Context: an optimization exercise on an open-source flow, tuned for small area, a short achievable clock period and few clock cycles per item. The choices shown serve that exercise and are no tape-out recipe.
In this exercise RTL edits were held to simulation tests only and were not proved equivalent to the original.

==> flow/design.v, too long to show whole: its modules and the start of the top module <==
// module bfly_fa: 4 lines
// module bfly_benc: 6 lines
// module bfly_wrap: 3 lines
// module bfly_gp: 4 lines
// module bfly_ha: 4 lines
// module butterfly_top: 2170 lines
module butterfly_top (
    input  logic        clk,
    input  logic        rst_n,
    input  logic [96:0] in_i,
    input  logic        in_vld_i,
    output logic        in_rdy_o,
    input  logic        credit_i,
    output logic [31:0] ao_o,
    output logic [31:0] bo_o,
    output logic        out_vld_o
);
  // ...
==> flow/flow/run.sh <==
#!/bin/bash
# The standard layout (the standard.sh: ORFS synthesis to final layout), with one change:
# the port buffers that ORFS's buffer_ports inserts are buf_4 cells instead of its default
# choice (clkdlybuf4s50_1, a slow delay cell). Every input and output keeps its buffer.
set -euo pipefail
export BUFFER_PORTS_ARGS="-buffer_cell sky130_fd_sc_hd__buf_4"
bash standard.sh > standard.log 2>&1
==> flow/standard.sh <==
#!/bin/bash
# synth_recipe.tcl (not shown) runs the flow's synth.tcl, then flattens the netlist and writes it again
# the make line also repeats each setting of config.mk as NAME=value (left out here)
make -C /OpenROAD-flow-scripts/flow DESIGN_CONFIG=/design/flow/config.mk WORK_HOME=/design/flow/orfs CLKGATE_MAP_FILE= SYNTH_SCRIPT=/design/flow/synth_recipe.tcl "${@:-finish}"
==> flow/config.mk <==
export PLATFORM = sky130hd
export DESIGN_NAME = butterfly_top
export DESIGN_NICKNAME = butterfly_top
export VERILOG_FILES = /design/flow/design.v
export SDC_FILE = /design/flow/constraint.sdc
export NUM_CORES = 4
export LEC_CHECK = 0
export ABC_CLOCK_PERIOD_IN_PS = 5000
export CAP_MARGIN = 20
export CORE_MARGIN = 2
export CORE_UTILIZATION = 40
export SETUP_SLACK_MARGIN = 1.8
export SLEW_MARGIN = 20
export SYNTH_HIERARCHICAL = 1
export SYNTH_MINIMUM_KEEP_SIZE = 0
==> flow/constraint.sdc <==
create_clock -name core_clock -period 6.7 [get_ports {clk}]
set_input_delay 1.3400 -clock core_clock [delete_from_list [all_inputs] [get_ports {clk}]]
set_output_delay 1.3400 -clock core_clock [all_outputs]
set_load 0.01 [all_outputs]
==> qor.csv, run 1 <==
metric,value,unit
status,finished clean,
finalCriticalPeriod,4.94,ns
grt_first_pass_wirelength,154000,µm
finClkSkew,0.000293,ns
n_all_buffers,343,
portBuffers,166,
timing.rr.start,credit_cnt[2],
seq_cell_count,119,
first_pass_iters,6,
route.detailed.wl_per_inst,24.7,µm
cp_slowest_cell,xor2_2,
n_all_inverters,82,
grt_remaining_overflow,0,
drt-initial-drc-count,2710,
dr.max_layer_used,met5,
tapCellCount,969,
clk_path_buf_depth,2,
worstPathArrival,5.28,ns
coreArea,74600,µm²
critPathLaunch,in_i[13],
wl_met1,43000,µm
nNetsFinal,3952,
ff2ff_path_depth,8,
avgSynthCellArea,9.92,µm²
regArea,2430,µm²
whs,0.489,ns
final_core_util,47.8,%
seq_share,6.81,%
place_area,33000,µm²
wl_met3,9060,µm
gp_congestion,0.893,
multi_input_cells,2592,
post-place-ws,0.847,ns
nonClkBufAreaFrac,9.28,%
Testbench counts, summed over its fixed seeds: cycles 5,472, items 4,800.
==> inputs of run 2 (changes only) <==
--- a/flow/design.v
+++ b/flow/design.v
@@ -10,16 +10,25 @@
                   output logic one, output logic two, output logic neg);
     assign one = x1 ^ x0;
     assign two = (x2 & ~x1 & ~x0) | (~x2 & x1 & x0);
     assign neg = x2 ^ flip;
 endmodule
 module bfly_wrap (input logic mode, input logic [15:0] w, output logic wrap);
     assign wrap = ~mode & w[15] & ~(|w[14:0]);
 endmodule
+module bfly_x2 (input logic a, input logic b, output logic y);
+    assign y = a ^ b;
+endmodule
+module bfly_x3 (input logic a, input logic b, input logic c, output logic y);
+    assign y = a ^ b ^ c;
+endmodule
+module bfly_mj (input logic a, input logic b, input logic c, output logic y);
+    assign y = (a & b) | (a & c) | (b & c);
+endmodule
 module bfly_gp (input logic gl, input logic pl, input logic gr, input logic pr, output logic g, output logic p);
     assign g = gl | (pl & gr);
     assign p = pl & pr;
 endmodule
 module bfly_ha (input logic a, input logic b, output logic s, output logic co);
     assign s  = a ^ b;
     assign co = a & b;
 endmodule
@@ -1575,16 +1584,19 @@
     assign tp_re[8] = tpp_re[8] ^ tpre_c8;
     assign tp_re[9] = tpp_re[9] ^ tpre_c9;
     assign tp_re[10] = tpp_re[10] ^ tpre_c10;
     assign tp_re[11] = tpp_re[11] ^ tpre_c11;
     assign tp_re[12] = tpp_re[12] ^ tpre_c12;
     assign tp_re[13] = tpp_re[13] ^ tpre_c13;
     assign tp_re[14] = tpp_re[14] ^ tpre_c14;
     assign tp_re[15] = tpp_re[15] ^ tpre_c15;
+    logic ep_re, b16p_re;
+    assign ep_re = a2_re[15] ^ y15_re ^ k_re ^ tpp_re[16];
+    bfly_x2 u_b16pre (.a(tpre_c16), .b(ep_re), .y(b16p_re));
     assign tp_re[16] = tpp_re[16] ^ tpre_c16;
     logic [16:0] tmg_re, tmp_re;
     assign tmg_re[0] = u_re[0] & 1'b1;
     assign tmp_re[0] = u_re[0] ^ 1'b1;
     assign tmg_re[1] = u_re[1] & vm_re[0];
     assign tmp_re[1] = u_re[1] ^ vm_re[0];
     assign tmg_re[2] = u_re[2] & vm_re[1];
     assign tmp_re[2] = u_re[2] ^ vm_re[1];
@@ -1726,16 +1738,19 @@
     assign tm_re[8] = tmp_re[8] ^ tmre_c8;
     assign tm_re[9] = tmp_re[9] ^ tmre_c9;
     assign tm_re[10] = tmp_re[10] ^ tmre_c10;
     assign tm_re[11] = tmp_re[11] ^ tmre_c11;
     assign tm_re[12] = tmp_re[12] ^ tmre_c12;
     assign tm_re[13] = tmp_re[13] ^ tmre_c13;
     assign tm_re[14] = tmp_re[14] ^ tmre_c14;
     assign tm_re[15] = tmp_re[15] ^ tmre_c15;
+    logic em_re, b16m_re;
+    assign em_re = a2_re[15] ^ y15_re ^ k_re ^ tmp_re[16];
+    bfly_x2 u_b16mre (.a(tmre_c16), .b(em_re), .y(b16m_re));
     assign tm_re[16] = tmp_re[16] ^ tmre_c16;
     logic lim_g0c;
     assign lim_g0c = (s0_im[0] & s1_im[0]) | ((s0_im[0] ^ s1_im[0]) & cin2_im);
     logic lim_G0_1, lim_P0_1;
     bfly_gp u_lim_G0_1 (.gl((s0_im[1] & s1_im[1])), .pl((s0_im[1] ^ s1_im[1])), .gr(lim_g0c), .pr((s0_im[0] ^ s1_im[0])), .g(lim_G0_1), .p(lim_P0_1));
     logic lim_G0_3, lim_P0_3;
     bfly_gp u_lim_G0_3 (.gl((s0_im[3] & s1_im[3])), .pl((s0_im[3] ^ s1_im[3])), .gr((s0_im[2] & s1_im[2])), .pr((s0_im[2] ^ s1_im[2])), .g(lim_G0_3), .p(lim_P0_3));
     logic lim_G1_2, lim_P1_2;
@@ -2027,16 +2042,19 @@
     assign tp_im[8] = tpp_im[8] ^ tpim_c8;
     assign tp_im[9] = tpp_im[9] ^ tpim_c9;
     assign tp_im[10] = tpp_im[10] ^ tpim_c10;
     assign tp_im[11] = tpp_im[11] ^ tpim_c11;
     assign tp_im[12] = tpp_im[12] ^ tpim_c12;
     assign tp_im[13] = tpp_im[13] ^ tpim_c13;
     assign tp_im[14] = tpp_im[14] ^ tpim_c14;
     assign tp_im[15] = tpp_im[15] ^ tpim_c15;
+    logic ep_im, b16p_im;
+    assign ep_im = a2_im[15] ^ y15_im ^ k_im ^ tpp_im[16];
+    bfly_x2 u_b16pim (.a(tpim_c16), .b(ep_im), .y(b16p_im));
     assign tp_im[16] = tpp_im[16] ^ tpim_c16;
     logic [16:0] tmg_im, tmp_im;
     assign tmg_im[0] = u_im[0] & 1'b1;
     assign tmp_im[0] = u_im[0] ^ 1'b1;
     assign tmg_im[1] = u_im[1] & vm_im[0];
     assign tmp_im[1] = u_im[1] ^ vm_im[0];
     assign tmg_im[2] = u_im[2] & vm_im[1];
     assign tmp_im[2] = u_im[2] ^ vm_im[1];
@@ -2178,18 +2196,21 @@
     assign tm_im[8] = tmp_im[8] ^ tmim_c8;
     assign tm_im[9] = tmp_im[9] ^ tmim_c9;
     assign tm_im[10] = tmp_im[10] ^ tmim_c10;
     assign tm_im[11] = tmp_im[11] ^ tmim_c11;
     assign tm_im[12] = tmp_im[12] ^ tmim_c12;
     assign tm_im[13] = tmp_im[13] ^ tmim_c13;
     assign tm_im[14] = tmp_im[14] ^ tmim_c14;
     assign tm_im[15] = tmp_im[15] ^ tmim_c15;
+    logic em_im, b16m_im;
+    assign em_im = a2_im[15] ^ y15_im ^ k_im ^ tmp_im[16];
+    bfly_x2 u_b16mim (.a(tmim_c16), .b(em_im), .y(b16m_im));
     assign tm_im[16] = tmp_im[16] ^ tmim_c16;
     logic [16:0] add_re, add_im, sub_re, sub_im;
-    assign add_re = {a2_re[15] ^ y15_re ^ tp_re[16] ^ k_re, tp_re[15:0]};
-    assign sub_re = {a2_re[15] ^ y15_re ^ tm_re[16] ^ k_re, tm_re[15:0]};
-    assign add_im = {a2_im[15] ^ y15_im ^ tp_im[16] ^ k_im, tp_im[15:0]};
-    assign sub_im = {a2_im[15] ^ y15_im ^ tm_im[16] ^ k_im, tm_im[15:0]};
+    assign add_re = {b16p_re, tp_re[15:0]};
+    assign sub_re = {b16m_re, tm_re[15:0]};
+    assign add_im = {b16p_im, tp_im[15:0]};
+    assign sub_im = {b16m_im, tm_im[15:0]};
     assign ao_o      = {fold_out(add_re, mode2), fold_out(add_im, mode2)};
     assign bo_o      = {fold_out(sub_re, mode2), fold_out(sub_im, mode2)};
     assign out_vld_o = vld2;
 endmodule
==> run 2 against run 1 <==
Against the previous run:
- still clean
- sequential share of layout area up 0.070 points
- flip-flop and latch count unchanged
- wire length increased by 2.7%
- worst setup slack got worse by 0.0049 ns
- first-iteration DRC count fell by 4.5%
- die area about the same
- critical path type unchanged
==> qor.csv, run 2 <==
metric,value,unit,change
grt_max_degree,62,,
routed_wl,105000,µm,
grt_use_total,26.3,%,
finalCriticalPeriod,4.94,ns,+0.00486 ns
dpl.hpwl,72900,µm,
fmax,0.202,GHz,
gp_congestion,0.915,,+2.6%
worstHoldPathType,reg -> reg,,
syn_inst,2997,,
die_area,77800,µm²,
drt-initial-drc-count,2589,,-4.5%
via_count,24900,,
yosysWarnings,7,,
tns,0,ns,
final_common_cell,xnor2_1,,
start_util,40.5,%,
critical_path_class,in -> reg,,
maxCapViolations,0,,
portBuffers,166,,unchanged
antenna_found_initial,0,,
cp_max_fo,18,,
grt_setup_unrepaired,yes,,
placed_cells,3969,,
htree_num_levels,4,,
slew_viol_final,0,,
setup_violations,0,,
vias_per_cell,6.08,,
worstHoldStart,credit_cnt[0],,
cts-root-buf,clkbuf_16,,
worst_pin_slew,0.881,ns,
coreArea,74600,µm²,unchanged
first_pass_iters,6,,unchanged
clk_latency,0.49,ns,
status,finished clean,,
nNetsFinal,3914,,-0.96%
worstPathArrival,5.30,ns,+0.02 ns
finClkSkew,0.00254,ns,+0.00225 ns
synth_area,30200,µm²,
boundaryPins,167,,
drc,0,,
die_w,279,µm,
cp.required,7.06,ns,
drive_gt1_share,19.2,%,
grt_remaining_overflow,0,,unchanged
antenna_cells,0,,
cts_buffers,17,,
grt_first_pass_wirelength,157000,µm,+1.9%
route.detailed.wl_per_inst,25.6,µm,+3.7%
clk_path_buf_depth,2,,unchanged
mostFrequentLayoutCells,"xnor2_1 (566), a22oi_1 (478), fa_1 (462)",,
avgSynthCellArea,10.1,µm²,+1.7%
ant_nets,0,,
rows,100,,
timing.rr.start,credit_cnt[2],,
instances_no_fill,4099,,
slew_headroom,41.2,%,
grt_pass1_vias,26000,,
cts-hold-fix-buffers,0,,
tritoncts,done,,
startpoint_type,input pin,,
die_h,279,µm,
min_period_over_period,73.8,%,
crit_path_end_kind,flop,,
critPathLaunch,in_i[96],,
final_core_util,47.7,%,-0.12 points
hold_viol,0,,
area_delta_synth_final,17.7,%,
clock-sinks,119,,
path_clk_slew,0.06,ns,
[run 2: critical path, stage by stage]
cell	delay (ns)
buf_4	0.13
clkinvlp_4	0.07
buf_12	0.14
xor2_2	0.27
buf_8	0.31
xnor2_1	0.16
fa_2	0.36
fa_1	0.53
fa_2	0.56
fa_1	0.43
fa_1	0.56
fa_1	0.42
[run 2: final timing paths]
path | endpoint | slack, ns | cells after the start
max | s0_im[10] | 1.76 | 12
min | credit_cnt[0] | 0.50 | 1
max reg2reg | credit_cnt[2] | 4.75 | 8
min reg2reg | credit_cnt[0] | 0.50 | 1
max in group asynchronous | credit_cnt[2] | 5.87 | 1
min in group asynchronous | vld2 | 0.64 | 1
[run 2: per-stage QoR]
| step | hold WS (ns) | setup WS, ns | instance area (µm²) |
|---|---|---|---|
| after detailed placement | 0.493 | 0.780 | 32900 |
| after global placement | 0.476 | 0.873 | 32900 |
| final | 0.504 | 1.76 | 35600 |
| after floorplan | 0.462 | 1.57 | 30800 |
| after CTS | 0.505 | 1.77 | 34600 |
| after global routing | 0.529 | 1.69 | 35600 |
[run 2: per-layer routing]
layer,global-route usage [%],wire [µm],vias up
li1,-,-,10500
met1,34.3,42000,12700
met2,42.4,48300,1469
met3,5.20,9650,302
met4,11.8,4900,0
met5,0,0,-
[run 2: repair_timing]
| action | CTS | global route |
|---|---|---|
| gates cloned | 2 | 8 |
| gates resized for setup | 74 | 118 |
| endpoints found under the setup margin | 63 | 60 |
| buffers inserted | 52 | 36 |
| pin swaps | 29 | 63 |
[run 2: area by class of cell]
cell class	count	area, µm²
clock buffer	23	468
clock inverter	9	101
fill	6893	39000
inverter	84	367
multi-input combinational	2546	27600
sequential	119	2450
tap	969	1210
timing repair buffer	349	3420
Testbench counts of run 2, summed over its fixed seeds: cycles 5,472, items 4,800.
==> inputs of run 3 (changes only) <==
--- a/flow/config.mk
+++ b/flow/config.mk
@@ -13,3 +13,4 @@
 export SLEW_MARGIN = 20
 export SYNTH_HIERARCHICAL = 1
 export SYNTH_MINIMUM_KEEP_SIZE = 0
+export TNS_END_PERCENT = 0
==> run 3 against run 2 <==
Against the previous run:
- worst hold slack gained 0.032 ns
- utilization is 1.9 points lower
- wire length down 2.1%
- die area unchanged
- sequential share of layout area is 0.20 points higher
- critical path depth unchanged
- highest routed layer unchanged
- largest cell class unchanged
- design area fell by 4.0%
- still clean on timing, DRC and antenna
- worst setup slack worse by 0.13 ns
- flip-flop and latch count stayed put
- global-route usage grew 0.078 points
- first-iteration DRC count fell by 0.12%
==> qor.csv, run 3 <==
metric,value,unit,change
die_w,279,µm,unchanged
timing.rr.start,credit_cnt[2],,
grt_pass1_vias,26300,,+1.3%
rows,100,,unchanged
avgSynthCellArea,10.1,µm²,unchanged
clock-sinks,119,,unchanged
syn_inst,2997,,unchanged
worstHoldPathType,reg -> reg,,
min_to,credit_cnt[2],,
grt_setup_unrepaired,yes,,
worstHoldStart,credit_cnt[2],,
slew_headroom,36.0,%,-5.2 points
worstPathArrival,5.43,ns,+0.13 ns
vias_per_cell,6.04,,-0.55%
worst_pin_slew,0.959,ns,+0.0780 ns
finClkSkew,0.00262,ns,+0.0000760 ns
maxCapViolations,0,,unchanged
yosysWarnings,7,,unchanged
setup_ws,1.63,ns,-0.131 ns
tns,0,ns,unchanged
finalCriticalPeriod,5.07,ns,+0.131 ns
reg2reg_to,credit_cnt[2],,
post-place-ws,0.867,ns,+0.0870 ns
final_common_cell,xnor2_1,,
startpoint_type,input pin,,
routed_wl,103000,µm,-2.1%
dpl.hpwl,72800,µm,-0.13%
cts-root-buf,clkbuf_16,,
htree_num_levels,4,,unchanged
cts_buffers,17,,unchanged
ant_nets,0,,unchanged
holdPathStages,1,,unchanged
first_pass_iters,7,,+1
boundaryPins,167,,unchanged
min_period_over_period,75.7,%,+2.0 points
grt_remaining_overflow,0,,unchanged
area_delta_synth_final,13.0,%,
via_count,24500,,-1.8%
path_clk_slew,0.06,ns,about the same
setup_violations,0,,unchanged
drt-initial-drc-count,2586,,-0.12%
die_h,279,µm,unchanged
max_stage_delay,0.59,ns,+0.03 ns
route.detailed.wl_per_inst,25.4,µm,-0.85%
cp_slowest_cell,fa_1,,
nNetsFinal,3860,,-1.4%
fmax,0.197,GHz,-2.6%
cp_max_fo,19,,+1
cp_cell_sequence,buf_4 -> nand2b_1 -> o22ai_2 -> buf_6 -> a22oi_1 -> xnor2_1 -> fa_1 -> fa_1 -> fa_1 -> fa_2 -> fa_1 -> fa_1,,
slew_viol_final,0,,unchanged
tritoncts,done,,
cp.required,7.05,ns,about the same
drive_gt1_share,15.7,%,-3.5 points
crit_path_end_kind,flop,,
synth_area,30200,µm²,unchanged
hold_viol,0,,unchanged
status,finished clean,,
die_area,77800,µm²,unchanged
final.fill_count,6985,,+1.3%
mostFrequentLayoutCells,"xnor2_1 (574), fa_1 (484), a22oi_1 (479)",,
drc,0,,unchanged
gp_congestion,0.896,,-2.1%
ff2ff_path_depth,8,,unchanged
grt_max_degree,35,,-44%
clk_latency,0.49,ns,about the same
coreArea,74600,µm²,unchanged
portBuffers,166,,unchanged
start_util,40.5,%,unchanged
critical_path_class,in -> reg,,
r2r_slack,4.73,ns,-0.02 ns
grt_first_pass_wirelength,157000,µm,+0.15%
antenna_found_initial,1,,+1
clk_path_buf_depth,2,,unchanged
grt_use_total,26.4,%,+0.078 points
crit_top_cell,fa_1,,
## run 3: final cells by class
type	instances	area, µm²	share of cell area, %
multi-input combinational	2546	27200	79.6
antenna	1	2.50	0.00733
tap	969	1210	3.55
clock inverter	9	77.6	0.227
timing repair buffer	295	2440	7.15
sequential	119	2420	7.08
inverter	84	362	1.06
clock buffer	23	468	1.37
## run 3: repair_timing
action                     4_1_cts  5_1_grt
pin swaps                       10       15
resized for setup               36       44
buffers inserted                24       17
cloned                           0        1
setup endpoints to repair       59       69
hold buffers                     0        0
## run 3: how the worst max path moves through the flow
stage	startpoint	end	slack, ns
2_1_floorplan	in_i[96]	s0_im[10]	1.57
3_3_place_gp	in_i[20]	cin2_im	0.92
6_report	in_i[12]	s0_im[9]	1.63
4_1_cts	in_i[28]	s0_re[7]	1.70
5_1_grt	in_i[4]	s0_im[6]	1.55
3_5_place_dp	in_i[20]	cin2_re	0.87
## run 3: layer usage
layer | routed length (µm) | part of all wire, % | global-route usage [%]
met1 | 42500 | 41 | 34.9
met4 | 4640 | 4.5 | 12.2
met5 | 0 | 0 | 0
met3 | 8850 | 8.6 | 5.23
met2 | 46600 | 45 | 41.7
## run 3: critical path, delay by kind of cell
kind | cells | cell delay (ns)
adder cells (fa/ha/maj) | 6 | 2.82
XOR/XNOR | 1 | 0.19
buffers and inverters | 2 | 0.42
AO/OA/AOI/OAI | 2 | 0.48
AND/OR/NAND/NOR | 1 | 0.16
## run 3: through the flow
step                instances  cell area, µm²  util (%)  hold slack [ns]
detailed placement       3971           32800      44.0            0.514
global route             4046           34200      45.8            0.546
CTS                      4027           33800      45.3            0.526
finish                   4046           34200      45.8            0.536
global placement         3971           32800      44.0            0.476
floorplan                3025           30600         -            0.462
==> inputs of run 4 (changes only) <==
--- a/flow/config.mk
+++ b/flow/config.mk
@@ -9,7 +9,7 @@
 export CAP_MARGIN = 20
 export CORE_MARGIN = 2
 export CORE_UTILIZATION = 40
-export SETUP_SLACK_MARGIN = 1.8
+export SETUP_SLACK_MARGIN = 2.0
 export SLEW_MARGIN = 20
 export SYNTH_HIERARCHICAL = 1
 export SYNTH_MINIMUM_KEEP_SIZE = 0
==> run 4 against run 3 <==
Against the previous run:
- still clean
- cell count about the same
- worst setup slack better by 0.051 ns
- synthesized cell count is the same
- wire length about the same
- count of clock-buffer cells in the layout unchanged
- worst hold slack better by 0.0032 ns
- first-iteration DRC count shrank 6.3%
- global-route usage increased by 0.088 points
- sequential share of layout area about the same
- critical endpoint is now s0_im[8]
- largest cell class unchanged
==> qor.csv, run 4 <==
metric,value,unit,change
cts_buffers,17,,unchanged
crit_path_end_kind,flop,,
min_period_over_period,75.0,%,-0.76 points
drive_gt1_share,15.2,%,-0.57 points
clock-sinks,119,,unchanged
htree_num_levels,4,,unchanged
clk_path_buf_depth,2,,unchanged
finClkSkew,0.00352,ns,+0.000901 ns
fmax,0.199,GHz,+1.0%
critical_path_class,in -> reg,,
slew_headroom,37.9,%,+2.0 points
worst_pin_slew,0.930,ns,-0.0292 ns
worstPathArrival,5.38,ns,-0.05 ns
antenna_found_initial,2,,+1
grt_use_total,26.5,%,+0.088 points
cp.required,7.06,ns,about the same
post-place-ws,0.867,ns,unchanged
route.detailed.wl_per_inst,25.4,µm,about the same
cts-root-buf,clkbuf_16,,
vias_per_cell,6.04,,about the same
final_common_cell,xnor2_1,,
rows,100,,unchanged
area_delta_synth_final,12.8,%,
die_area,77800,µm²,unchanged
maxCapViolations,0,,unchanged
routed_wl,103000,µm,about the same
path_clk_slew,0.06,ns,about the same
gp_congestion,0.896,,unchanged
startpoint_type,input pin,,
nNetsFinal,3857,,-0.078%
whs,0.539,ns,+0.00319 ns
setup_violations,0,,unchanged
cp_max_fo,22,,+3
worstHoldPathType,reg -> reg,,
status,finished clean,,
mostFrequentLayoutCells,"xnor2_1 (581), fa_1 (490), a22oi_1 (479)",,
grt_pass1_vias,26300,,-0.027%
ant_nets,0,,unchanged
die_h,279,µm,unchanged
avgSynthCellArea,10.1,µm²,unchanged
grt_max_degree,35,,unchanged
synth_area,30200,µm²,unchanged
drt-initial-drc-count,2423,,-6.3%
hold_viol,0,,unchanged
r2r_slack,4.72,ns,about the same
die_w,279,µm,unchanged
grt_remaining_overflow,0,,unchanged
clk_latency,0.49,ns,about the same
coreArea,74600,µm²,unchanged
boundaryPins,167,,unchanged
tritoncts,done,,
slew_viol_final,0,,unchanged
grt_first_pass_wirelength,158000,µm,+0.31%
dpl.hpwl,72800,µm,unchanged
portBuffers,166,,unchanged
start_util,40.5,%,unchanged
setup_ws,1.68,ns,+0.0508 ns
grt_setup_unrepaired,yes,,
finalCriticalPeriod,5.02,ns,-0.0508 ns
syn_inst,2997,,unchanged
tns,0,ns,unchanged
via_count,24400,,-0.086%
yosysWarnings,7,,unchanged
drc,0,,unchanged
first_pass_iters,7,,unchanged
run 4: cell type report:
| class | count | area (µm²) |
|---|---|---|
| Clock buffer | 23 | 468 |
| Fill cell | 6981 | 40500 |
| Multi-Input combinational cell | 2546 | 27100 |
| Inverter | 84 | 357 |
| Antenna cell | 2 | 5.00 |
| Clock inverter | 9 | 77.6 |
| Tap cell | 969 | 1210 |
| Timing Repair Buffer | 292 | 2460 |
| Sequential cell | 119 | 2420 |
run 4: routing by layer:
| layer | vias up | wire (µm) | GRT usage (%) |
|---|---|---|---|
| li1 | 10400 | - | - |
| met1 | 12500 | 42800 | 35.3 |
| met2 | 1346 | 46900 | 41.9 |
| met3 | 254 | 8680 | 5.16 |
| met4 | 0 | 4230 | 11.7 |
| met5 | - | 0 | 0 |
run 4: per-stage QoR:
stage / cells / util [%] / cell area [µm²]
2_1_floorplan: 3025 / - / 30600
3_3_place_gp: 3971 / 44.0 / 32800
3_5_place_dp: 3971 / 44.0 / 32800
4_1_cts: 4042 / 45.7 / 34100
5_1_grt: 4043 / 45.7 / 34100
6_report: 4044 / 45.7 / 34100
run 4: critical path, stage by stage:
cell and delay (ns):
buf_4 0.15, nand2b_1 0.16, o22ai_2 0.24, buf_6 0.30, a22oi_1 0.15, xnor2_1 0.24, fa_1 0.49, fa_1 0.51
fa_1 0.44, fa_1 0.43, fa_1 0.52, fa_1 0.40
run 4: final timing paths:
path | to | from | cells after the start
min | credit_cnt[2] | credit_cnt[2] | 1
min reg2reg | credit_cnt[2] | credit_cnt[2] | 1
max | s0_im[8] | in_i[10] | 12
max in group asynchronous | credit_cnt[2] | rst_n | 1
min in group asynchronous | credit_cnt[1] | rst_n | 1
max reg2reg | credit_cnt[2] | credit_cnt[2] | 8
run 4: repair_timing:
item	CTS	global route
pin swaps	14	1
hold buffers	0	0
hold endpoints to repair	0	0
gates cloned	1	0
buffers inserted	38	0
setup endpoints to repair	97	99
resized for setup	63	3

==> afterwards: timing with drivers on the ports <==
In the flow no input, the clock included, has a driving cell. The finished layouts below were timed again as built, in two steps.
Step 1, drivers: a clkbuf_16 drives clk and a buf_2 each remaining input, both assumed.
Step 2 adds t to the input delays and takes it off the output delays; t is the mean of the earliest and latest rising clock arrival at the registers after step 1. Input paths then give back, and output paths get back, about the clock's delay inside the block.
Three values: no drivers, after step 1, after step 2; two values: the first two.
| run | t (ns) | slack for setup (ns) | worst setup path after step 2 | latest minus earliest clock arrival (ns) |
|---|---|---|---|---|
| run 1 | 0.541 | 1.762 / 1.803 / 1.262 | input to register | 0.032 / 0.032 |
| run 2 | 0.552 | 1.757 / 1.787 / 1.234 | input to register | 0.020 / 0.019 |
| run 3 | 0.546 | 1.627 / 1.667 / 1.122 | input to register | 0.017 / 0.017 |
| run 4 | 0.548 | 1.677 / 1.721 / 1.172 | input to register | 0.013 / 0.013 |
After both steps setup and hold are still met in every run listed. For run 2, which loses most, drivers alone change the setup slack by +0.030 ns; drivers and shift together by -0.523 ns.
